Background: an optimization exercise with open tools, aiming at small area, a short achievable clock period and few clock cycles. Do not read the settings as production practice.
Function not checked in this run: the RTL went through the layout flow alone.
Power figures rest on the tool's default switching activity, not on a simulated workload.

### flow/run.sh
#!/bin/bash
# synth_recipe.tcl (not shown) runs the flow's synth.tcl, then flattens the netlist and writes it again
# the make line also repeats each setting of config.mk as NAME=value (left out here)
make -C /OpenROAD-flow-scripts/flow DESIGN_CONFIG=/design/flow/config.mk WORK_HOME=/design/flow/orfs CLKGATE_MAP_FILE= SYNTH_SCRIPT=/design/flow/synth_recipe.tcl finish
### flow/design.v
package gcsm_pkg;
  localparam int COORD_W = 6;
  localparam int VALUE_W = 32;
  localparam int CFG_IDX_W = 3;
  localparam int KIND_W = 4;
  localparam int MARK_W = 2;
  localparam logic [KIND_W-1:0] KIND_CIRCLE   = 4'd0;
  localparam logic [KIND_W-1:0] KIND_HALF_N   = 4'd1;
  localparam logic [KIND_W-1:0] KIND_HALF_S   = 4'd2;
  localparam logic [KIND_W-1:0] KIND_HALF_E   = 4'd3;
  localparam logic [KIND_W-1:0] KIND_HALF_W   = 4'd4;
  localparam logic [KIND_W-1:0] KIND_RECT     = 4'd5;
  localparam logic [KIND_W-1:0] KIND_TRIANGLE = 4'd6;
  localparam logic [KIND_W-1:0] KIND_ELLIPSE  = 4'd7;
  localparam logic [KIND_W-1:0] KIND_INACCESS = 4'd8;
  localparam logic [COORD_W-1:0] GRID_LAST_RESET = 6'd50;
endpackage
import gcsm_pkg::*;
module grid_cell_shape_membership_core
(
  input  logic                 clk,
  input  logic                 rst,
  input  logic                 cfg_valid,
  output logic                 cfg_ready,
  input  logic [gcsm_pkg::CFG_IDX_W-1:0] cfg_index,
  input  logic [gcsm_pkg::VALUE_W-1:0]   cfg_data,
  input  logic                 in_valid,
  output logic                 in_ready,
  input  logic [gcsm_pkg::COORD_W-1:0]   cell_x,
  input  logic [gcsm_pkg::COORD_W-1:0]   cell_y,
  output logic                 out_valid,
  input  logic                 out_ready,
  output logic [gcsm_pkg::COORD_W-1:0]   out_x,
  output logic [gcsm_pkg::COORD_W-1:0]   out_y,
  output logic [gcsm_pkg::MARK_W-1:0]    mark,
  output logic signed [gcsm_pkg::VALUE_W-1:0] write_value,
  output logic                 shape_fits
);
  function automatic logic gt16(input logic [15:0] a, input logic [15:0] b);
    logic [15:0] g, e;
    g = a & ~b;
    e = ~(a ^ b);
    for (int s = 1; s < 16; s = s * 2)
      for (int i = 0; i + s < 16; i = i + 2 * s) begin
        g[i] = g[i + s] | (e[i + s] & g[i]);
        e[i] = e[i + s] & e[i];
      end
    gt16 = g[0];
  endfunction
  function automatic logic le6(input logic [5:0] a, input logic [5:0] b);
    le6 = !gt16({10'd0, a}, {10'd0, b});
  endfunction
  function automatic logic lt6(input logic [5:0] a, input logic [5:0] b);
    lt6 = gt16({10'd0, b}, {10'd0, a});
  endfunction
  function automatic logic le7(input logic [6:0] a, input logic [6:0] b);
    le7 = !gt16({9'd0, a}, {9'd0, b});
  endfunction
  function automatic logic le13(input logic [12:0] a, input logic [12:0] b);
    le13 = !gt16({3'd0, a}, {3'd0, b});
  endfunction
  function automatic logic [6:0] radd6(input logic [5:0] a, input logic [5:0] b,
                                       input logic ci);
    logic c;
    c = ci;
    for (int i = 0; i < 6; i++) begin
      radd6[i] = a[i] ^ b[i] ^ c;
      c = (a[i] & b[i]) | (a[i] & c) | (b[i] & c);
    end
    radd6[6] = c;
  endfunction
  logic [KIND_W-1:0]         shape_kind;
  logic [COORD_W-1:0]        reg_a, reg_b, reg_c, reg_d;
  logic [COORD_W-1:0]        grid_x_last, grid_y_last;
  logic [VALUE_W-1:0]        fill_value;
  logic [VALUE_W-1:0]        wdata;
  logic [COORD_W-1:0]        wgrid;
  logic [7:0]                wen;
  assign cfg_ready = 1'b1;
  always_comb begin
    wdata = rst ? '0 : cfg_data;
    wgrid = rst ? GRID_LAST_RESET : cfg_data[COORD_W-1:0];
    for (int i = 0; i < 8; i++) wen[i] = rst || (cfg_valid && cfg_index == 3'(i));
  end
  always_ff @(posedge clk) begin
    if (wen[0]) shape_kind  <= wdata[KIND_W-1:0];
    if (wen[1]) reg_a       <= wdata[COORD_W-1:0];
    if (wen[2]) reg_b       <= wdata[COORD_W-1:0];
    if (wen[3]) reg_c       <= wdata[COORD_W-1:0];
    if (wen[4]) reg_d       <= wdata[COORD_W-1:0];
    if (wen[5]) grid_x_last <= wgrid;
    if (wen[6]) grid_y_last <= wgrid;
    if (wen[7]) fill_value  <= wdata;
  end
  logic is_circ, is_n, is_s, is_e, is_w, is_rect, is_tri, is_ell, is_inacc, is_rt;
  logic shape_ok, fx1, fx2, fy1, fy2, frt;
  logic [COORD_W:0]   a_plus_cx, b_plus_ry, a_plus_b;
  logic [COORD_W-1:0] ry, cxn, cyn, k1n, k2n, xlo, xhi, ylo, yhi;
  logic               a_lt_b, c_lt_d;
  always_comb begin
    is_n     = shape_kind == KIND_HALF_N;
    is_s     = shape_kind == KIND_HALF_S;
    is_e     = shape_kind == KIND_HALF_E;
    is_w     = shape_kind == KIND_HALF_W;
    is_inacc = shape_kind == KIND_INACCESS;
    is_circ  = (shape_kind[3] == 1'b0 && shape_kind[2:0] <= 3'd4) || is_inacc;
    is_rect  = shape_kind == KIND_RECT;
    is_tri   = shape_kind == KIND_TRIANGLE;
    is_ell   = shape_kind == KIND_ELLIPSE;
    is_rt    = is_rect || is_tri;
    ry        = is_ell ? reg_d : reg_c;
    a_plus_cx = {1'b0, reg_a} + {1'b0, (is_w ? 6'd0 : reg_c)};
    b_plus_ry = {1'b0, reg_b} + {1'b0, (is_s ? 6'd0 : ry)};
    fx1 = is_e || le6(reg_c, reg_a);
    fx2 = le7(a_plus_cx, {1'b0, grid_x_last});
    fy1 = is_n || le6(ry, reg_b);
    fy2 = le7(b_plus_ry, {1'b0, grid_y_last});
    a_lt_b = lt6(reg_a, reg_b);
    c_lt_d = lt6(reg_c, reg_d);
    xlo    = a_lt_b ? reg_a : reg_b;
    xhi    = a_lt_b ? reg_b : reg_a;
    ylo    = c_lt_d ? reg_c : reg_d;
    yhi    = c_lt_d ? reg_d : reg_c;
    frt    = le6(xhi, grid_x_last) && le6(yhi, grid_y_last);
    a_plus_b = radd6(reg_a, reg_b, 1'b0);
    cxn = is_rt ? a_plus_b[COORD_W:1] : reg_a;
    cyn = is_rt ? reg_d : reg_b;
    k1n = is_ell ? reg_d : is_tri ? yhi - ylo : 6'd1;
    k2n = is_ell ? reg_c : is_tri ? xhi - xlo : 6'd1;
    if (is_ell)      shape_ok = (reg_c != '0) && (reg_d != '0);
    else if (is_tri) shape_ok = (reg_a != reg_b) && (reg_c != reg_d);
    else             shape_ok = is_circ || is_rect;
  end
  logic       fx1_q, fx2_q, fy1_q, fy2_q, frt_q, fits_q;
  logic [5:0] k1, k2, cx, cy;
  always_ff @(posedge clk) begin
    fx1_q  <= fx1;
    fx2_q  <= fx2;
    fy1_q  <= fy1;
    fy2_q  <= fy2;
    frt_q  <= frt;
    fits_q <= (is_circ || is_ell) ? (fx1_q && fx2_q && fy1_q && fy2_q) :
              is_rt ? frt_q : 1'b1;
    k1     <= k1n;
    k2     <= k2n;
    cx     <= cxn;
    cy     <= cyn;
  end
  logic adv, fire, geo_q, thr_q, thr_qq, v1, v2, v3;
  assign adv      = !out_valid || out_ready;
  assign in_ready = adv && !geo_q && !thr_qq;
  assign fire     = in_valid && in_ready;
  always_ff @(posedge clk) begin
    geo_q  <= rst || (cfg_valid && cfg_index != 3'd7);
    thr_q  <= rst || (cfg_valid && (cfg_index == 3'd0 || cfg_index == 3'd3 ||
                                    cfg_index == 3'd4));
    thr_qq <= thr_q;
    if (rst) begin
      v1        <= 1'b0;
      v2        <= 1'b0;
      v3        <= 1'b0;
      out_valid <= 1'b0;
    end else if (adv) begin
      v1        <= fire;
      v2        <= v1;
      v3        <= v2;
      out_valid <= v3;
    end
  end
  logic [COORD_W:0]   dxs, dys;
  logic [COORD_W-1:0] dxm, dym;
  function automatic logic [5:0] mag6(input logic [6:0] d);
    logic any;
    any = 1'b0;
    for (int i = 0; i < 6; i++) begin
      mag6[i] = d[i] ^ (d[6] & any);
      any = any | d[i];
    end
  endfunction
  always_comb begin
    dxs = {1'b0, cell_x} - {1'b0, cx};
    dys = {1'b0, cell_y} - {1'b0, cy};
    dxm = mag6(dxs);
    dym = mag6(dys);
  end
  logic [COORD_W-1:0] x1, y1, ux, uy;
  logic               sx, sy, zx, zy;
  always_ff @(posedge clk) begin
    if (adv) begin
      x1 <= cell_x;
      y1 <= cell_y;
      ux <= fire ? dxm : reg_c;
      uy <= fire ? dym : '0;
      sx <= fire && dxs[COORD_W];
      sy <= fire && dys[COORD_W];
      zx <= fire && dxs == '0;
      zy <= fire && dys == '0;
    end
  end
  logic half_ok, span_x, span_y, gate;
  logic [11:0] m1, m2;
  always_comb begin
    half_ok = !((is_n && sy) || (is_s && !sy && !zy) ||
                (is_e && sx) || (is_w && !sx && !zx));
    span_x  = le6(xlo, x1) && le6(x1, xhi);
    span_y  = le6(ylo, y1) && le6(y1, yhi);
    gate = shape_ok && (is_circ ? half_ok : (is_rt ? (span_x && span_y) : 1'b1));
  end
  gcsm_mulk u_m1 (.k(k1), .u(ux), .p(m1));
  gcsm_mulk u_m2 (.k(k2), .u(uy), .p(m2));
  logic [COORD_W-1:0] x2, y2;
  logic [11:0]        m1q, m2q;
  logic               gate2, thr2;
  always_ff @(posedge clk) begin
    if (adv) begin
      x2    <= x1;
      y2    <= y1;
      m1q   <= m1;
      m2q   <= m2;
      gate2 <= gate;
      thr2  <= !v1;
    end
  end
  logic [19:0] thr, thr_n;
  logic        sub_e;
  logic [21:0] rowa, rowb;
  logic        is_ce, pass;
  assign thr_n = thr2 ? 20'hfffff : ~thr;
  assign sub_e = thr2 || !is_ell;
  gcsm_sqrows u_sq (.a(m1q[9:0]), .b(m2q[9:0]), .tn(thr_n), .ci(sub_e),
                    .r0(rowa), .r1(rowb));
  always_comb begin
    is_ce = is_circ || is_ell;
    pass  = fits_q && gate2 &&
            (is_tri ? le13({m1q, 1'b0}, {1'b0, m2q}) : 1'b1) &&
            !(is_ce && (m1q[11:10] != 2'd0 || m2q[11:10] != 2'd0));
  end
  logic [COORD_W-1:0] x3, y3;
  logic [21:0]        rowa_q, rowb_q;
  logic               pass3, thr3;
  always_ff @(posedge clk) begin
    if (adv) begin
      x3     <= x2;
      y3     <= y2;
      rowa_q <= rowa;
      rowb_q <= rowb;
      pass3  <= pass;
      thr3   <= thr2;
    end
  end
  logic [21:0] sdiff;
  logic        hit;
  gcsm_add22 u_add (.a(rowa_q), .b(rowb_q), .ci(1'b0), .s(sdiff));
  assign hit = pass3 && (!is_ce || sdiff[21]);
  always_ff @(posedge clk) begin
    if (adv && thr3) thr <= sdiff[19:0];
  end
  logic hit_q;
  always_ff @(posedge clk) begin
    if (adv) begin
      out_x <= x3;
      out_y <= y3;
      hit_q <= hit;
    end
  end
  assign mark        = {hit_q && is_inacc, hit_q && !is_inacc};
  assign write_value = hit_q ? fill_value : '0;
  assign shape_fits  = fits_q;
endmodule
module gcsm_mulk (input logic [5:0] k, input logic [5:0] u,
                  output logic [11:0] p);
  wire mk_t1 = (k[0] & u[4]) ^ (k[1] & u[3]);
  wire mk_t2 = (k[0] & u[4]) & (k[1] & u[3]);
  wire mk_t3 = (k[0] & u[5]) ^ (k[1] & u[4]) ^ (k[2] & u[3]);
  wire mk_t4 = ((k[0] & u[5]) & (k[1] & u[4])) | ((k[2] & u[3]) & ((k[0] & u[5]) ^ (k[1] & u[4])));
  wire mk_t5 = (k[3] & u[2]) ^ (k[4] & u[1]);
  wire mk_t6 = (k[3] & u[2]) & (k[4] & u[1]);
  wire mk_t7 = (k[1] & u[5]) ^ (k[2] & u[4]) ^ (k[3] & u[3]);
  wire mk_t8 = ((k[1] & u[5]) & (k[2] & u[4])) | ((k[3] & u[3]) & ((k[1] & u[5]) ^ (k[2] & u[4])));
  wire mk_t9 = (k[4] & u[2]) ^ (k[5] & u[1]);
  wire mk_t10 = (k[4] & u[2]) & (k[5] & u[1]);
  wire mk_t11 = (k[2] & u[5]) ^ (k[3] & u[4]) ^ (k[4] & u[3]);
  wire mk_t12 = ((k[2] & u[5]) & (k[3] & u[4])) | ((k[4] & u[3]) & ((k[2] & u[5]) ^ (k[3] & u[4])));
  wire mk_t13 = (k[0] & u[3]) ^ (k[1] & u[2]);
  wire mk_t14 = (k[0] & u[3]) & (k[1] & u[2]);
  wire mk_t15 = (k[2] & u[2]) ^ (k[3] & u[1]) ^ (k[4] & u[0]);
  wire mk_t16 = ((k[2] & u[2]) & (k[3] & u[1])) | ((k[4] & u[0]) & ((k[2] & u[2]) ^ (k[3] & u[1])));
  wire mk_t17 = (k[5] & u[0]) ^ mk_t2 ^ mk_t3;
  wire mk_t18 = ((k[5] & u[0]) & mk_t2) | (mk_t3 & ((k[5] & u[0]) ^ mk_t2));
  wire mk_t19 = mk_t4 ^ mk_t6 ^ mk_t7;
  wire mk_t20 = (mk_t4 & mk_t6) | (mk_t7 & (mk_t4 ^ mk_t6));
  wire mk_t21 = (k[5] & u[2]) ^ mk_t8 ^ mk_t10;
  wire mk_t22 = ((k[5] & u[2]) & mk_t8) | (mk_t10 & ((k[5] & u[2]) ^ mk_t8));
  wire mk_t23 = (k[3] & u[5]) ^ (k[4] & u[4]) ^ (k[5] & u[3]);
  wire mk_t24 = ((k[3] & u[5]) & (k[4] & u[4])) | ((k[5] & u[3]) & ((k[3] & u[5]) ^ (k[4] & u[4])));
  wire mk_t25 = (k[0] & u[2]) ^ (k[1] & u[1]);
  wire mk_t26 = (k[0] & u[2]) & (k[1] & u[1]);
  wire mk_t27 = (k[2] & u[1]) ^ (k[3] & u[0]) ^ mk_t13;
  wire mk_t28 = ((k[2] & u[1]) & (k[3] & u[0])) | (mk_t13 & ((k[2] & u[1]) ^ (k[3] & u[0])));
  wire mk_t29 = mk_t1 ^ mk_t14 ^ mk_t15;
  wire mk_t30 = (mk_t1 & mk_t14) | (mk_t15 & (mk_t1 ^ mk_t14));
  wire mk_t31 = mk_t5 ^ mk_t16 ^ mk_t17;
  wire mk_t32 = (mk_t5 & mk_t16) | (mk_t17 & (mk_t5 ^ mk_t16));
  wire mk_t33 = mk_t9 ^ mk_t18 ^ mk_t19;
  wire mk_t34 = (mk_t9 & mk_t18) | (mk_t19 & (mk_t9 ^ mk_t18));
  wire mk_t35 = mk_t11 ^ mk_t20 ^ mk_t21;
  wire mk_t36 = (mk_t11 & mk_t20) | (mk_t21 & (mk_t11 ^ mk_t20));
  wire mk_t37 = mk_t12 ^ mk_t22 ^ mk_t23;
  wire mk_t38 = (mk_t12 & mk_t22) | (mk_t23 & (mk_t12 ^ mk_t22));
  wire mk_t39 = (k[4] & u[5]) ^ (k[5] & u[4]) ^ mk_t24;
  wire mk_t40 = ((k[4] & u[5]) & (k[5] & u[4])) | (mk_t24 & ((k[4] & u[5]) ^ (k[5] & u[4])));
  assign p = {1'b0, (k[5] & u[5]), mk_t38, mk_t36, mk_t34, mk_t32, mk_t30, mk_t28, mk_t26, (k[2] & u[0]), (k[0] & u[1]), (k[0] & u[0])} + {1'b0, mk_t40, mk_t39, mk_t37, mk_t35, mk_t33, mk_t31, mk_t29, mk_t27, mk_t25, (k[1] & u[0]), 1'b0};
endmodule
module gcsm_sqrows (input logic [9:0] a, input logic [9:0] b,
                    input logic [19:0] tn, input logic ci,
                    output logic [21:0] r0, output logic [21:0] r1);
  wire sq_t1 = (a[0] & a[8]) ^ (a[1] & a[7]) ^ (a[2] & a[6]);
  wire sq_t2 = ((a[0] & a[8]) & (a[1] & a[7])) | ((a[2] & a[6]) & ((a[0] & a[8]) ^ (a[1] & a[7])));
  wire sq_t3 = (a[0] & a[9]) ^ (a[1] & a[8]) ^ (a[2] & a[7]);
  wire sq_t4 = ((a[0] & a[9]) & (a[1] & a[8])) | ((a[2] & a[7]) & ((a[0] & a[9]) ^ (a[1] & a[8])));
  wire sq_t5 = (a[3] & a[6]) ^ (a[5] & ~a[4]);
  wire sq_t6 = (a[3] & a[6]) & (a[5] & ~a[4]);
  wire sq_t7 = (a[1] & a[9]) ^ (a[2] & a[8]) ^ (a[3] & a[7]);
  wire sq_t8 = ((a[1] & a[9]) & (a[2] & a[8])) | ((a[3] & a[7]) & ((a[1] & a[9]) ^ (a[2] & a[8])));
  wire sq_t9 = (a[4] & a[6]) ^ (a[4] & a[5]) ^ (b[1] & b[9]);
  wire sq_t10 = ((a[4] & a[6]) & (a[4] & a[5])) | ((b[1] & b[9]) & ((a[4] & a[6]) ^ (a[4] & a[5])));
  wire sq_t11 = (a[2] & a[9]) ^ (a[3] & a[8]) ^ (a[4] & a[7]);
  wire sq_t12 = ((a[2] & a[9]) & (a[3] & a[8])) | ((a[4] & a[7]) & ((a[2] & a[9]) ^ (a[3] & a[8])));
  wire sq_t13 = (a[3] & a[9]) ^ (a[4] & a[8]);
  wire sq_t14 = (a[3] & a[9]) & (a[4] & a[8]);
  wire sq_t15 = (a[0] & a[4]) ^ (a[1] & a[3]);
  wire sq_t16 = (a[0] & a[4]) & (a[1] & a[3]);
  wire sq_t17 = (a[0] & a[5]) ^ (a[1] & a[4]) ^ (a[3] & ~a[2]);
  wire sq_t18 = ((a[0] & a[5]) & (a[1] & a[4])) | ((a[3] & ~a[2]) & ((a[0] & a[5]) ^ (a[1] & a[4])));
  wire sq_t19 = (a[0] & a[6]) ^ (a[1] & a[5]) ^ (a[2] & a[4]);
  wire sq_t20 = ((a[0] & a[6]) & (a[1] & a[5])) | ((a[2] & a[4]) & ((a[0] & a[6]) ^ (a[1] & a[5])));
  wire sq_t21 = (a[2] & a[3]) ^ (b[0] & b[6]) ^ (b[1] & b[5]);
  wire sq_t22 = ((a[2] & a[3]) & (b[0] & b[6])) | ((b[1] & b[5]) & ((a[2] & a[3]) ^ (b[0] & b[6])));
  wire sq_t23 = (a[0] & a[7]) ^ (a[1] & a[6]) ^ (a[2] & a[5]);
  wire sq_t24 = ((a[0] & a[7]) & (a[1] & a[6])) | ((a[2] & a[5]) & ((a[0] & a[7]) ^ (a[1] & a[6])));
  wire sq_t25 = (a[4] & ~a[3]) ^ (b[0] & b[7]) ^ (b[1] & b[6]);
  wire sq_t26 = ((a[4] & ~a[3]) & (b[0] & b[7])) | ((b[1] & b[6]) & ((a[4] & ~a[3]) ^ (b[0] & b[7])));
  wire sq_t27 = (b[2] & b[5]) ^ (b[4] & ~b[3]);
  wire sq_t28 = (b[2] & b[5]) & (b[4] & ~b[3]);
  wire sq_t29 = (a[3] & a[5]) ^ (a[3] & a[4]) ^ (b[0] & b[8]);
  wire sq_t30 = ((a[3] & a[5]) & (a[3] & a[4])) | ((b[0] & b[8]) & ((a[3] & a[5]) ^ (a[3] & a[4])));
  wire sq_t31 = (b[1] & b[7]) ^ (b[2] & b[6]) ^ (b[3] & b[5]);
  wire sq_t32 = ((b[1] & b[7]) & (b[2] & b[6])) | ((b[3] & b[5]) & ((b[1] & b[7]) ^ (b[2] & b[6])));
  wire sq_t33 = (b[3] & b[4]) ^ tn[9] ^ sq_t1;
  wire sq_t34 = ((b[3] & b[4]) & tn[9]) | (sq_t1 & ((b[3] & b[4]) ^ tn[9]));
  wire sq_t35 = (b[0] & b[9]) ^ (b[1] & b[8]) ^ (b[2] & b[7]);
  wire sq_t36 = ((b[0] & b[9]) & (b[1] & b[8])) | ((b[2] & b[7]) & ((b[0] & b[9]) ^ (b[1] & b[8])));
  wire sq_t37 = (b[3] & b[6]) ^ (b[5] & ~b[4]) ^ tn[10];
  wire sq_t38 = ((b[3] & b[6]) & (b[5] & ~b[4])) | (tn[10] & ((b[3] & b[6]) ^ (b[5] & ~b[4])));
  wire sq_t39 = sq_t2 ^ sq_t3 ^ sq_t5;
  wire sq_t40 = (sq_t2 & sq_t3) | (sq_t5 & (sq_t2 ^ sq_t3));
  wire sq_t41 = (b[2] & b[8]) ^ (b[3] & b[7]) ^ (b[4] & b[6]);
  wire sq_t42 = ((b[2] & b[8]) & (b[3] & b[7])) | ((b[4] & b[6]) & ((b[2] & b[8]) ^ (b[3] & b[7])));
  wire sq_t43 = (b[4] & b[5]) ^ tn[11] ^ sq_t4;
  wire sq_t44 = ((b[4] & b[5]) & tn[11]) | (sq_t4 & ((b[4] & b[5]) ^ tn[11]));
  wire sq_t45 = sq_t6 ^ sq_t7 ^ sq_t9;
  wire sq_t46 = (sq_t6 & sq_t7) | (sq_t9 & (sq_t6 ^ sq_t7));
  wire sq_t47 = (a[6] & ~a[5]) ^ (b[2] & b[9]) ^ (b[3] & b[8]);
  wire sq_t48 = ((a[6] & ~a[5]) & (b[2] & b[9])) | ((b[3] & b[8]) & ((a[6] & ~a[5]) ^ (b[2] & b[9])));
  wire sq_t49 = (b[4] & b[7]) ^ (b[6] & ~b[5]) ^ tn[12];
  wire sq_t50 = ((b[4] & b[7]) & (b[6] & ~b[5])) | (tn[12] & ((b[4] & b[7]) ^ (b[6] & ~b[5])));
  wire sq_t51 = sq_t8 ^ sq_t10 ^ sq_t11;
  wire sq_t52 = (sq_t8 & sq_t10) | (sq_t11 & (sq_t8 ^ sq_t10));
  wire sq_t53 = (a[5] & a[7]) ^ (a[5] & a[6]) ^ (b[3] & b[9]);
  wire sq_t54 = ((a[5] & a[7]) & (a[5] & a[6])) | ((b[3] & b[9]) & ((a[5] & a[7]) ^ (a[5] & a[6])));
  wire sq_t55 = (b[4] & b[8]) ^ (b[5] & b[7]) ^ (b[5] & b[6]);
  wire sq_t56 = ((b[4] & b[8]) & (b[5] & b[7])) | ((b[5] & b[6]) & ((b[4] & b[8]) ^ (b[5] & b[7])));
  wire sq_t57 = tn[13] ^ sq_t12 ^ sq_t13;
  wire sq_t58 = (tn[13] & sq_t12) | (sq_t13 & (tn[13] ^ sq_t12));
  wire sq_t59 = (a[4] & a[9]) ^ (a[5] & a[8]) ^ (a[7] & ~a[6]);
  wire sq_t60 = ((a[4] & a[9]) & (a[5] & a[8])) | ((a[7] & ~a[6]) & ((a[4] & a[9]) ^ (a[5] & a[8])));
  wire sq_t61 = (b[4] & b[9]) ^ (b[5] & b[8]) ^ (b[7] & ~b[6]);
  wire sq_t62 = ((b[4] & b[9]) & (b[5] & b[8])) | ((b[7] & ~b[6]) & ((b[4] & b[9]) ^ (b[5] & b[8])));
  wire sq_t63 = tn[14] ^ sq_t14;
  wire sq_t64 = tn[14] & sq_t14;
  wire sq_t65 = (a[5] & a[9]) ^ (a[6] & a[8]) ^ (a[6] & a[7]);
  wire sq_t66 = ((a[5] & a[9]) & (a[6] & a[8])) | ((a[6] & a[7]) & ((a[5] & a[9]) ^ (a[6] & a[8])));
  wire sq_t67 = (b[5] & b[9]) ^ (b[6] & b[8]) ^ (b[6] & b[7]);
  wire sq_t68 = ((b[5] & b[9]) & (b[6] & b[8])) | ((b[6] & b[7]) & ((b[5] & b[9]) ^ (b[6] & b[8])));
  wire sq_t69 = (a[6] & a[9]) ^ (a[8] & ~a[7]);
  wire sq_t70 = (a[6] & a[9]) & (a[8] & ~a[7]);
  wire sq_t71 = (a[0] & a[2]) ^ (a[0] & a[1]);
  wire sq_t72 = (a[0] & a[2]) & (a[0] & a[1]);
  wire sq_t73 = (a[0] & a[3]) ^ (a[2] & ~a[1]) ^ (b[0] & b[3]);
  wire sq_t74 = ((a[0] & a[3]) & (a[2] & ~a[1])) | ((b[0] & b[3]) & ((a[0] & a[3]) ^ (a[2] & ~a[1])));
  wire sq_t75 = (a[1] & a[2]) ^ (b[0] & b[4]) ^ (b[1] & b[3]);
  wire sq_t76 = ((a[1] & a[2]) & (b[0] & b[4])) | ((b[1] & b[3]) & ((a[1] & a[2]) ^ (b[0] & b[4])));
  wire sq_t77 = (b[1] & b[2]) ^ tn[5];
  wire sq_t78 = (b[1] & b[2]) & tn[5];
  wire sq_t79 = (b[0] & b[5]) ^ (b[1] & b[4]) ^ (b[3] & ~b[2]);
  wire sq_t80 = ((b[0] & b[5]) & (b[1] & b[4])) | ((b[3] & ~b[2]) & ((b[0] & b[5]) ^ (b[1] & b[4])));
  wire sq_t81 = tn[6] ^ sq_t16 ^ sq_t17;
  wire sq_t82 = (tn[6] & sq_t16) | (sq_t17 & (tn[6] ^ sq_t16));
  wire sq_t83 = (b[2] & b[4]) ^ (b[2] & b[3]) ^ tn[7];
  wire sq_t84 = ((b[2] & b[4]) & (b[2] & b[3])) | (tn[7] & ((b[2] & b[4]) ^ (b[2] & b[3])));
  wire sq_t85 = sq_t18 ^ sq_t19 ^ sq_t21;
  wire sq_t86 = (sq_t18 & sq_t19) | (sq_t21 & (sq_t18 ^ sq_t19));
  wire sq_t87 = tn[8] ^ sq_t20 ^ sq_t22;
  wire sq_t88 = (tn[8] & sq_t20) | (sq_t22 & (tn[8] ^ sq_t20));
  wire sq_t89 = sq_t23 ^ sq_t25 ^ sq_t27;
  wire sq_t90 = (sq_t23 & sq_t25) | (sq_t27 & (sq_t23 ^ sq_t25));
  wire sq_t91 = sq_t24 ^ sq_t26 ^ sq_t28;
  wire sq_t92 = (sq_t24 & sq_t26) | (sq_t28 & (sq_t24 ^ sq_t26));
  wire sq_t93 = sq_t29 ^ sq_t31 ^ sq_t33;
  wire sq_t94 = (sq_t29 & sq_t31) | (sq_t33 & (sq_t29 ^ sq_t31));
  wire sq_t95 = sq_t30 ^ sq_t32 ^ sq_t34;
  wire sq_t96 = (sq_t30 & sq_t32) | (sq_t34 & (sq_t30 ^ sq_t32));
  wire sq_t97 = sq_t35 ^ sq_t37 ^ sq_t39;
  wire sq_t98 = (sq_t35 & sq_t37) | (sq_t39 & (sq_t35 ^ sq_t37));
  wire sq_t99 = sq_t36 ^ sq_t38 ^ sq_t40;
  wire sq_t100 = (sq_t36 & sq_t38) | (sq_t40 & (sq_t36 ^ sq_t38));
  wire sq_t101 = sq_t41 ^ sq_t43 ^ sq_t45;
  wire sq_t102 = (sq_t41 & sq_t43) | (sq_t45 & (sq_t41 ^ sq_t43));
  wire sq_t103 = sq_t42 ^ sq_t44 ^ sq_t46;
  wire sq_t104 = (sq_t42 & sq_t44) | (sq_t46 & (sq_t42 ^ sq_t44));
  wire sq_t105 = sq_t47 ^ sq_t49 ^ sq_t51;
  wire sq_t106 = (sq_t47 & sq_t49) | (sq_t51 & (sq_t47 ^ sq_t49));
  wire sq_t107 = sq_t48 ^ sq_t50 ^ sq_t52;
  wire sq_t108 = (sq_t48 & sq_t50) | (sq_t52 & (sq_t48 ^ sq_t50));
  wire sq_t109 = sq_t53 ^ sq_t55 ^ sq_t57;
  wire sq_t110 = (sq_t53 & sq_t55) | (sq_t57 & (sq_t53 ^ sq_t55));
  wire sq_t111 = sq_t54 ^ sq_t56 ^ sq_t58;
  wire sq_t112 = (sq_t54 & sq_t56) | (sq_t58 & (sq_t54 ^ sq_t56));
  wire sq_t113 = sq_t59 ^ sq_t61 ^ sq_t63;
  wire sq_t114 = (sq_t59 & sq_t61) | (sq_t63 & (sq_t59 ^ sq_t61));
  wire sq_t115 = tn[15] ^ sq_t60 ^ sq_t62;
  wire sq_t116 = (tn[15] & sq_t60) | (sq_t62 & (tn[15] ^ sq_t60));
  wire sq_t117 = sq_t64 ^ sq_t65 ^ sq_t67;
  wire sq_t118 = (sq_t64 & sq_t65) | (sq_t67 & (sq_t64 ^ sq_t65));
  wire sq_t119 = (b[6] & b[9]) ^ (b[8] & ~b[7]) ^ tn[16];
  wire sq_t120 = ((b[6] & b[9]) & (b[8] & ~b[7])) | (tn[16] & ((b[6] & b[9]) ^ (b[8] & ~b[7])));
  wire sq_t121 = sq_t66 ^ sq_t68 ^ sq_t69;
  wire sq_t122 = (sq_t66 & sq_t68) | (sq_t69 & (sq_t66 ^ sq_t68));
  wire sq_t123 = (a[7] & a[9]) ^ (a[7] & a[8]) ^ (b[7] & b[9]);
  wire sq_t124 = ((a[7] & a[9]) & (a[7] & a[8])) | ((b[7] & b[9]) & ((a[7] & a[9]) ^ (a[7] & a[8])));
  wire sq_t125 = (b[7] & b[8]) ^ tn[17] ^ sq_t70;
  wire sq_t126 = ((b[7] & b[8]) & tn[17]) | (sq_t70 & ((b[7] & b[8]) ^ tn[17]));
  wire sq_t127 = (a[9] & ~a[8]) ^ (b[9] & ~b[8]);
  wire sq_t128 = (a[9] & ~a[8]) & (b[9] & ~b[8]);
  wire sq_t129 = a[0] ^ b[0];
  wire sq_t130 = a[0] & b[0];
  wire sq_t131 = (b[0] & b[2]) ^ (b[0] & b[1]);
  wire sq_t132 = (b[0] & b[2]) & (b[0] & b[1]);
  wire sq_t133 = (b[2] & ~b[1]) ^ tn[4] ^ sq_t72;
  wire sq_t134 = ((b[2] & ~b[1]) & tn[4]) | (sq_t72 & ((b[2] & ~b[1]) ^ tn[4]));
  wire sq_t135 = sq_t15 ^ sq_t74 ^ sq_t75;
  wire sq_t136 = (sq_t15 & sq_t74) | (sq_t75 & (sq_t15 ^ sq_t74));
  wire sq_t137 = sq_t76 ^ sq_t78 ^ sq_t79;
  wire sq_t138 = (sq_t76 & sq_t78) | (sq_t79 & (sq_t76 ^ sq_t78));
  wire sq_t139 = sq_t80 ^ sq_t82 ^ sq_t83;
  wire sq_t140 = (sq_t80 & sq_t82) | (sq_t83 & (sq_t80 ^ sq_t82));
  wire sq_t141 = sq_t84 ^ sq_t86 ^ sq_t87;
  wire sq_t142 = (sq_t84 & sq_t86) | (sq_t87 & (sq_t84 ^ sq_t86));
  wire sq_t143 = sq_t88 ^ sq_t90 ^ sq_t91;
  wire sq_t144 = (sq_t88 & sq_t90) | (sq_t91 & (sq_t88 ^ sq_t90));
  wire sq_t145 = sq_t92 ^ sq_t94 ^ sq_t95;
  wire sq_t146 = (sq_t92 & sq_t94) | (sq_t95 & (sq_t92 ^ sq_t94));
  wire sq_t147 = sq_t96 ^ sq_t98 ^ sq_t99;
  wire sq_t148 = (sq_t96 & sq_t98) | (sq_t99 & (sq_t96 ^ sq_t98));
  wire sq_t149 = sq_t100 ^ sq_t102 ^ sq_t103;
  wire sq_t150 = (sq_t100 & sq_t102) | (sq_t103 & (sq_t100 ^ sq_t102));
  wire sq_t151 = sq_t104 ^ sq_t106 ^ sq_t107;
  wire sq_t152 = (sq_t104 & sq_t106) | (sq_t107 & (sq_t104 ^ sq_t106));
  wire sq_t153 = sq_t108 ^ sq_t110 ^ sq_t111;
  wire sq_t154 = (sq_t108 & sq_t110) | (sq_t111 & (sq_t108 ^ sq_t110));
  wire sq_t155 = sq_t112 ^ sq_t114 ^ sq_t115;
  wire sq_t156 = (sq_t112 & sq_t114) | (sq_t115 & (sq_t112 ^ sq_t114));
  wire sq_t157 = sq_t116 ^ sq_t118 ^ sq_t119;
  wire sq_t158 = (sq_t116 & sq_t118) | (sq_t119 & (sq_t116 ^ sq_t118));
  wire sq_t159 = sq_t120 ^ sq_t122 ^ sq_t123;
  wire sq_t160 = (sq_t120 & sq_t122) | (sq_t123 & (sq_t120 ^ sq_t122));
  wire sq_t161 = tn[18] ^ sq_t124 ^ sq_t126;
  wire sq_t162 = (tn[18] & sq_t124) | (sq_t126 & (tn[18] ^ sq_t124));
  wire sq_t163 = (a[8] & a[9]) ^ (b[8] & b[9]) ^ tn[19];
  wire sq_t164 = ((a[8] & a[9]) & (b[8] & b[9])) | (tn[19] & ((a[8] & a[9]) ^ (b[8] & b[9])));
  wire sq_t165 = tn[0] ^ ci;
  wire sq_t166 = tn[0] & ci;
  wire sq_t167 = tn[1] ^ sq_t130;
  wire sq_t168 = tn[1] & sq_t130;
  wire sq_t169 = (a[1] & ~a[0]) ^ (b[1] & ~b[0]) ^ tn[2];
  wire sq_t170 = ((a[1] & ~a[0]) & (b[1] & ~b[0])) | (tn[2] & ((a[1] & ~a[0]) ^ (b[1] & ~b[0])));
  wire sq_t171 = tn[3] ^ sq_t71 ^ sq_t131;
  wire sq_t172 = (tn[3] & sq_t71) | (sq_t131 & (tn[3] ^ sq_t71));
  wire sq_t173 = sq_t73 ^ sq_t132 ^ sq_t133;
  wire sq_t174 = (sq_t73 & sq_t132) | (sq_t133 & (sq_t73 ^ sq_t132));
  wire sq_t175 = sq_t77 ^ sq_t134 ^ sq_t135;
  wire sq_t176 = (sq_t77 & sq_t134) | (sq_t135 & (sq_t77 ^ sq_t134));
  wire sq_t177 = sq_t81 ^ sq_t136 ^ sq_t137;
  wire sq_t178 = (sq_t81 & sq_t136) | (sq_t137 & (sq_t81 ^ sq_t136));
  wire sq_t179 = sq_t85 ^ sq_t138 ^ sq_t139;
  wire sq_t180 = (sq_t85 & sq_t138) | (sq_t139 & (sq_t85 ^ sq_t138));
  wire sq_t181 = sq_t89 ^ sq_t140 ^ sq_t141;
  wire sq_t182 = (sq_t89 & sq_t140) | (sq_t141 & (sq_t89 ^ sq_t140));
  wire sq_t183 = sq_t93 ^ sq_t142 ^ sq_t143;
  wire sq_t184 = (sq_t93 & sq_t142) | (sq_t143 & (sq_t93 ^ sq_t142));
  wire sq_t185 = sq_t97 ^ sq_t144 ^ sq_t145;
  wire sq_t186 = (sq_t97 & sq_t144) | (sq_t145 & (sq_t97 ^ sq_t144));
  wire sq_t187 = sq_t101 ^ sq_t146 ^ sq_t147;
  wire sq_t188 = (sq_t101 & sq_t146) | (sq_t147 & (sq_t101 ^ sq_t146));
  wire sq_t189 = sq_t105 ^ sq_t148 ^ sq_t149;
  wire sq_t190 = (sq_t105 & sq_t148) | (sq_t149 & (sq_t105 ^ sq_t148));
  wire sq_t191 = sq_t109 ^ sq_t150 ^ sq_t151;
  wire sq_t192 = (sq_t109 & sq_t150) | (sq_t151 & (sq_t109 ^ sq_t150));
  wire sq_t193 = sq_t113 ^ sq_t152 ^ sq_t153;
  wire sq_t194 = (sq_t113 & sq_t152) | (sq_t153 & (sq_t113 ^ sq_t152));
  wire sq_t195 = sq_t117 ^ sq_t154 ^ sq_t155;
  wire sq_t196 = (sq_t117 & sq_t154) | (sq_t155 & (sq_t117 ^ sq_t154));
  wire sq_t197 = sq_t121 ^ sq_t156 ^ sq_t157;
  wire sq_t198 = (sq_t121 & sq_t156) | (sq_t157 & (sq_t121 ^ sq_t156));
  wire sq_t199 = sq_t125 ^ sq_t158 ^ sq_t159;
  wire sq_t200 = (sq_t125 & sq_t158) | (sq_t159 & (sq_t125 ^ sq_t158));
  wire sq_t201 = sq_t127 ^ sq_t160 ^ sq_t161;
  wire sq_t202 = (sq_t127 & sq_t160) | (sq_t161 & (sq_t127 ^ sq_t160));
  wire sq_t203 = sq_t128 ^ sq_t162 ^ sq_t163;
  wire sq_t204 = (sq_t128 & sq_t162) | (sq_t163 & (sq_t128 ^ sq_t162));
  wire sq_t205 = 1'b1 ^ sq_t164;
  wire sq_t206 = 1'b1 & sq_t164;
  assign r0 = {1'b1, sq_t204, sq_t202, sq_t200, sq_t198, sq_t196, sq_t194, sq_t192, sq_t190, sq_t188, sq_t186, sq_t184, sq_t182, sq_t180, sq_t178, sq_t176, sq_t174, sq_t172, sq_t170, sq_t168, sq_t166, sq_t129};
  assign r1 = {sq_t206, sq_t205, sq_t203, sq_t201, sq_t199, sq_t197, sq_t195, sq_t193, sq_t191, sq_t189, sq_t187, sq_t185, sq_t183, sq_t181, sq_t179, sq_t177, sq_t175, sq_t173, sq_t171, sq_t169, sq_t167, sq_t165};
endmodule
module gcsm_add22 (input logic [21:0] a, input logic [21:0] b, input logic ci,
                output logic [21:0] s);
  logic [21:0] p, g;
  assign p = a ^ b;
  assign g = a & b;
  wire bg1 = g[0] | (p[0] & ci);
  wire bg2 = g[1] | (p[1] & bg1);
  wire bg3 = g[3] | (p[3] & g[2]);
  wire bp3 = p[3] & p[2];
  wire bg4 = g[5] | (p[5] & g[4]);
  wire bp4 = p[5] & p[4];
  wire bg5 = g[7] | (p[7] & g[6]);
  wire bp5 = p[7] & p[6];
  wire bg6 = g[9] | (p[9] & g[8]);
  wire bp6 = p[9] & p[8];
  wire bg7 = g[11] | (p[11] & g[10]);
  wire bp7 = p[11] & p[10];
  wire bg8 = g[13] | (p[13] & g[12]);
  wire bp8 = p[13] & p[12];
  wire bg9 = g[15] | (p[15] & g[14]);
  wire bp9 = p[15] & p[14];
  wire bg10 = g[17] | (p[17] & g[16]);
  wire bp10 = p[17] & p[16];
  wire bg11 = g[19] | (p[19] & g[18]);
  wire bp11 = p[19] & p[18];
  wire bg12 = g[21] | (p[21] & g[20]);
  wire bp12 = p[21] & p[20];
  wire bg13 = bg3 | (bp3 & bg2);
  wire bg14 = bg5 | (bp5 & bg4);
  wire bp14 = bp5 & bp4;
  wire bg15 = bg7 | (bp7 & bg6);
  wire bp15 = bp7 & bp6;
  wire bg16 = bg9 | (bp9 & bg8);
  wire bp16 = bp9 & bp8;
  wire bg17 = bg11 | (bp11 & bg10);
  wire bp17 = bp11 & bp10;
  wire bg18 = bg14 | (bp14 & bg13);
  wire bg19 = bg16 | (bp16 & bg15);
  wire bp19 = bp16 & bp15;
  wire bg20 = bg19 | (bp19 & bg18);
  wire bg21 = bg15 | (bp15 & bg18);
  wire bg22 = bg17 | (bp17 & bg20);
  wire bg23 = bg4 | (bp4 & bg13);
  wire bg24 = bg6 | (bp6 & bg18);
  wire bg25 = bg8 | (bp8 & bg21);
  wire bg26 = bg10 | (bp10 & bg20);
  wire bg27 = bg12 | (bp12 & bg22);
  wire bg28 = g[2] | (p[2] & bg2);
  wire bg29 = g[4] | (p[4] & bg13);
  wire bg30 = g[6] | (p[6] & bg23);
  wire bg31 = g[8] | (p[8] & bg18);
  wire bg32 = g[10] | (p[10] & bg24);
  wire bg33 = g[12] | (p[12] & bg21);
  wire bg34 = g[14] | (p[14] & bg25);
  wire bg35 = g[16] | (p[16] & bg20);
  wire bg36 = g[18] | (p[18] & bg26);
  wire bg37 = g[20] | (p[20] & bg22);
  assign s[0] = p[0] ^ ci;
  assign s[1] = p[1] ^ bg1;
  assign s[2] = p[2] ^ bg2;
  assign s[3] = p[3] ^ bg28;
  assign s[4] = p[4] ^ bg13;
  assign s[5] = p[5] ^ bg29;
  assign s[6] = p[6] ^ bg23;
  assign s[7] = p[7] ^ bg30;
  assign s[8] = p[8] ^ bg18;
  assign s[9] = p[9] ^ bg31;
  assign s[10] = p[10] ^ bg24;
  assign s[11] = p[11] ^ bg32;
  assign s[12] = p[12] ^ bg21;
  assign s[13] = p[13] ^ bg33;
  assign s[14] = p[14] ^ bg25;
  assign s[15] = p[15] ^ bg34;
  assign s[16] = p[16] ^ bg20;
  assign s[17] = p[17] ^ bg35;
  assign s[18] = p[18] ^ bg26;
  assign s[19] = p[19] ^ bg36;
  assign s[20] = p[20] ^ bg22;
  assign s[21] = p[21] ^ bg37;
endmodule
### flow/config.mk
export PLATFORM = sky130hd
export DESIGN_NAME = grid_cell_shape_membership_core
export DESIGN_NICKNAME = grid_cell_shape_membership_core
export VERILOG_FILES = /design/flow/design.v
export SDC_FILE = /design/flow/constraint.sdc
export NUM_CORES = 4
export LEC_CHECK = 0
export CAP_MARGIN = 20
export CORE_MARGIN = 2
export CORE_UTILIZATION = 40
export SETUP_SLACK_MARGIN = 3.7
export SLEW_MARGIN = 20
### flow/constraint.sdc
create_clock -name core_clock -period 7.0 [get_ports {clk}]
set_input_delay 1.4000 -clock core_clock [delete_from_list [all_inputs] [get_ports {clk}]]
set_output_delay 1.4000 -clock core_clock [all_outputs]
set_load 0.01 [all_outputs]
==> qor.csv <==
metric;value;unit
status;no timing/DRC/antenna violations;
Die Width;219.1;um
Synth Register Bits;265;
worst slew pin tran;0.8444;ns
Tcrit/Tclk final;0.4921;
distinct cell type count after synthesis;70;
Longest Clk Path Bufs;3;
CTS tree;yes;
DRC viols;0;
vias in the first global route;13560;
Main synth FF type;edfxtp_1;
sequential area share after synthesis;0.4099;
critical setup path kind;primary input to output port;
I/O Buffers;100;
Leakage;10.45;nW
DP Wirelength;32.57;mm
class of the worst hold path;flop to flop;
Slew Limit Headroom;0.4359;
antenna fix cells;0;
fill count;4059;
Slew Limit Fails;0;
Die Height;219.1;um
Overflow after GRT;0;
die area;48010;um^2
Num CTS Buffers;29;
Pre-Repair DR Iteration Count;5;
final hold vios;0;
max frequency;290.3;MHz
CTS clk-pin slew, worst paths;0.06;ns
drt first-iter violations;769;
R2R Setup Slk;3.60;ns
synthesized instance count;1677;
Final #Nets;2269;
largest net degree at the start of global routing;56;
Post-Syn Area;18510;um^2
Starting Density;0.4070;
unrepaired setup endpoints after global routing;yes;
crit-path cells;dlygate4sd2_1, nor2b_4, nor3_4, buf_2;
syn_area_per_cell;11.04;um^2
CP max-delay cell;dlygate4sd2_1;
PD cells;274.1;nW/um^2
Worst Setup Start Kind;primary input;
antenna violations before repair;2;
most area-consuming cells after synthesis;edfxtp_1, fa_1, ha_1, inv_1, and2_1;
Post-synth EDFFs;228;
largest stage delay on the critical path;0.24;ns
root buffer selected by CTS;clkbuf_16;
Clock H-tree levels;1;
core area;45480;um^2
peak supply drop;0.0002825;V
Critical Path End Type;output port;
crit path DAT;2.04;ns
Tmin final;3.445;ns
first-pass GRT wire length;72.34;mm
clk sinks;265;
GP Congestion;0.9013;
I/O pin count;102;
Syn-to-layout area delta;24.25;%
Final ANT Viol Nets;0;
gr usage total;0.1932;
Net Count, Synth;2033;
Clk Latency, worst-skew pair;0.58;ns
maxcap violations;0;
Vias/cell;5.086;
cell family with most CP delay;buffers and inverters;
asr flop ratio synth;0;
total power;0.006303;W
DR vias;12900;
# setup viols final;0;
Site Rows;78;
Synth top area share;0.3699;
layout cell share with drive strength beyond 1;0.1916;
multi-input logic area;10460;um^2
Crit Path Max Fanout;3;
required time of the worst setup path;5.60;ns
skew final;0.02578;ns
post-route setup TNS;0;ns
Reg area;7589;um^2
WL per Instance;17.93;um
CTS Hold Bufs;0;
Ys Warns;1;
final wirelength;45.48;mm
Yosys top cell by area;edfxtp_1;
crit path buf inv count;2;
stage by stage:
| stage | utilization | instance area, um^2 | hold slack [ns] | instances | worst slack [ns] |
|---|---|---|---|---|---|
| detailed placement | 0.4462 | 20290 | 0.3144 | 2346 | 2.217 |
| global placement | 0.4462 | 20290 | 0.3156 | 2346 | 2.195 |
| global route | 0.5057 | 23000 | 0.3430 | 2536 | 3.462 |
| finish | 0.5057 | 23000 | 0.3299 | 2536 | 3.555 |
| CTS | 0.4880 | 22190 | 0.3337 | 2482 | 3.415 |
| floorplan | - | 18700 | 0.3096 | 1677 | 2.931 |
metal layers:
metal | GRT usage | vias up | part of all wire | wire length, um
met4 | 0.05698 | 2 | 0.027 | 1249
li1 | - | 6131 | - | -
met3 | 0.03423 | 91 | 0.063 | 2867
met2 | 0.3218 | 355 | 0.47 | 21400
met1 | 0.2577 | 6320 | 0.44 | 19950
met5 | 0 | - | 0.00029 | 13
worst paths after layout:
check                               start  endpoint  cells past startpoint
worst max-delay path            out_ready  in_ready                      4
worst min-delay path                thr_q    thr_qq                      0
worst max register to register      ux[3]   m1q[10]                     11
worst min register to register      thr_q    thr_qq                      0
cells in the mapped netlist, types with 5 or more instances:
cell type / instances
a21oi_1: 70
nand3_1: 20
nand2b_1: 16
xnor2_1: 27
o21bai_1: 11
and2_1: 140
fa_1: 140
o21ai_1: 5
dfxtp_1: 37
nand2_1: 105
nor3_1: 13
edfxtp_1: 228
mux2i_1: 12
clkbuf_1: 31
o21ai_0: 44
clkinv_1: 5
nor2_1: 89
nor2b_1: 72
o21a_1: 5
inv_1: 248
ha_1: 164
o211ai_1: 9
a21o_1: 29
nand4_1: 10
a31o_2: 7
nor3b_1: 7
a21boi_0: 6
or2_2: 10
xor2_1: 20
mux2_2: 12
kinds of logic after synthesis:
| family | after synthesis | synth area share |
|---|---|---|
| flip-flops | 265 | 0.4099 |
| AND/OR/NAND/NOR | 504 | 0.1438 |
| buffers and inverters | 290 | 0.06063 |
| adder cells (fa/ha/maj) | 304 | 0.2623 |
| other | 1 | 0.0002026 |
| multiplexers | 25 | 0.01453 |
| XOR/XNOR | 47 | 0.02224 |
| AO/OA/AOI/OAI | 241 | 0.08639 |
area by class of cell:
class	instances	area share
multi-input cells	1124	0.4548
flip-flops and latches	265	0.3300
repair buffers	240	0.09406
inverters	253	0.04216
clock buffers	33	0.03395
well taps	600	0.03264
clock inverters	21	0.01246
flip-flops by register name, summed over array words and instances, names as in the netlist, 12 cells and up:
register / flops
fill_value: 32
rowb_q: 22
rowa_q: 21
thr: 20
m1q: 12
m2q: 12
repair_timing:
item / 4_1_cts / 5_1_grt
setup endpoints to repair: 180 / 80
setup buffers: 80 / 51
resized for setup: 69 / 134
pin swaps: 46 / 61
gates cloned: 2 / 3
placed cells by master (no fill, tap or decap), drive strengths merged, types with 37 or more instances in the layout:
cell type,instances
a21oi,70
inv,251
dfxtp,37
buf,140
o21ai,49
clkdlybuf4s50,67
nor2,89
ha,164
and2,142
fa,140
edfxtp,228
nand2,105
nor2b,72
worst reg2reg max path, stage by stage, from the launching register on:
cell and delay [ns]:
edfxtp_1 0.42, and2_4 0.17, fa_1 0.52, inv_1 0.05, fa_1 0.51, inv_1 0.05, fa_2 0.54, ha_4 0.22
a2111oi_4 0.33, o31ai_2 0.11, a21oi_2 0.15, xnor2_1 0.07
report_power, final:
group          switching, W  leakage (nW)  total [W]  internal [W]
combinational       0.00125          7.22    0.00237       0.00112
sequential         0.000150          2.71    0.00225       0.00210
clock              0.000654         0.521    0.00168       0.00103
total               0.00206          10.5    0.00630       0.00425

-- port drivers added, routing unchanged --
In the flow no input, the clock included, has a driving cell. The finished layout below was timed again as built, in two steps. Step 1 (the two cells are an assumption about what drives the block):
set clk [get_ports {clk}]
set_driving_cell -lib_cell sky130_fd_sc_hd__clkbuf_16 $clk
set_driving_cell -lib_cell sky130_fd_sc_hd__buf_2 [delete_from_list [all_inputs] $clk]
Step 2 times the ports against the registers' clock, not the clock port: input delays grow and output delays shrink by t, the midpoint of the rising clock arrivals with the driver on. a / b / c = no drivers / after step 1 / after step 2; a / b = the first two.
shift t [ns]: 0.624
setup slack, ns: 3.555 / 3.501 / 3.176
worst setup path at the end: input to register
worst register clock-pin slew, ns: 0.06 / 0.06
worst slew at a driven data input, ns: 0.05
After both steps setup and hold are still met in this run. For this run, drivers alone change the setup slack by -0.054 ns; drivers and shift together by -0.379 ns.
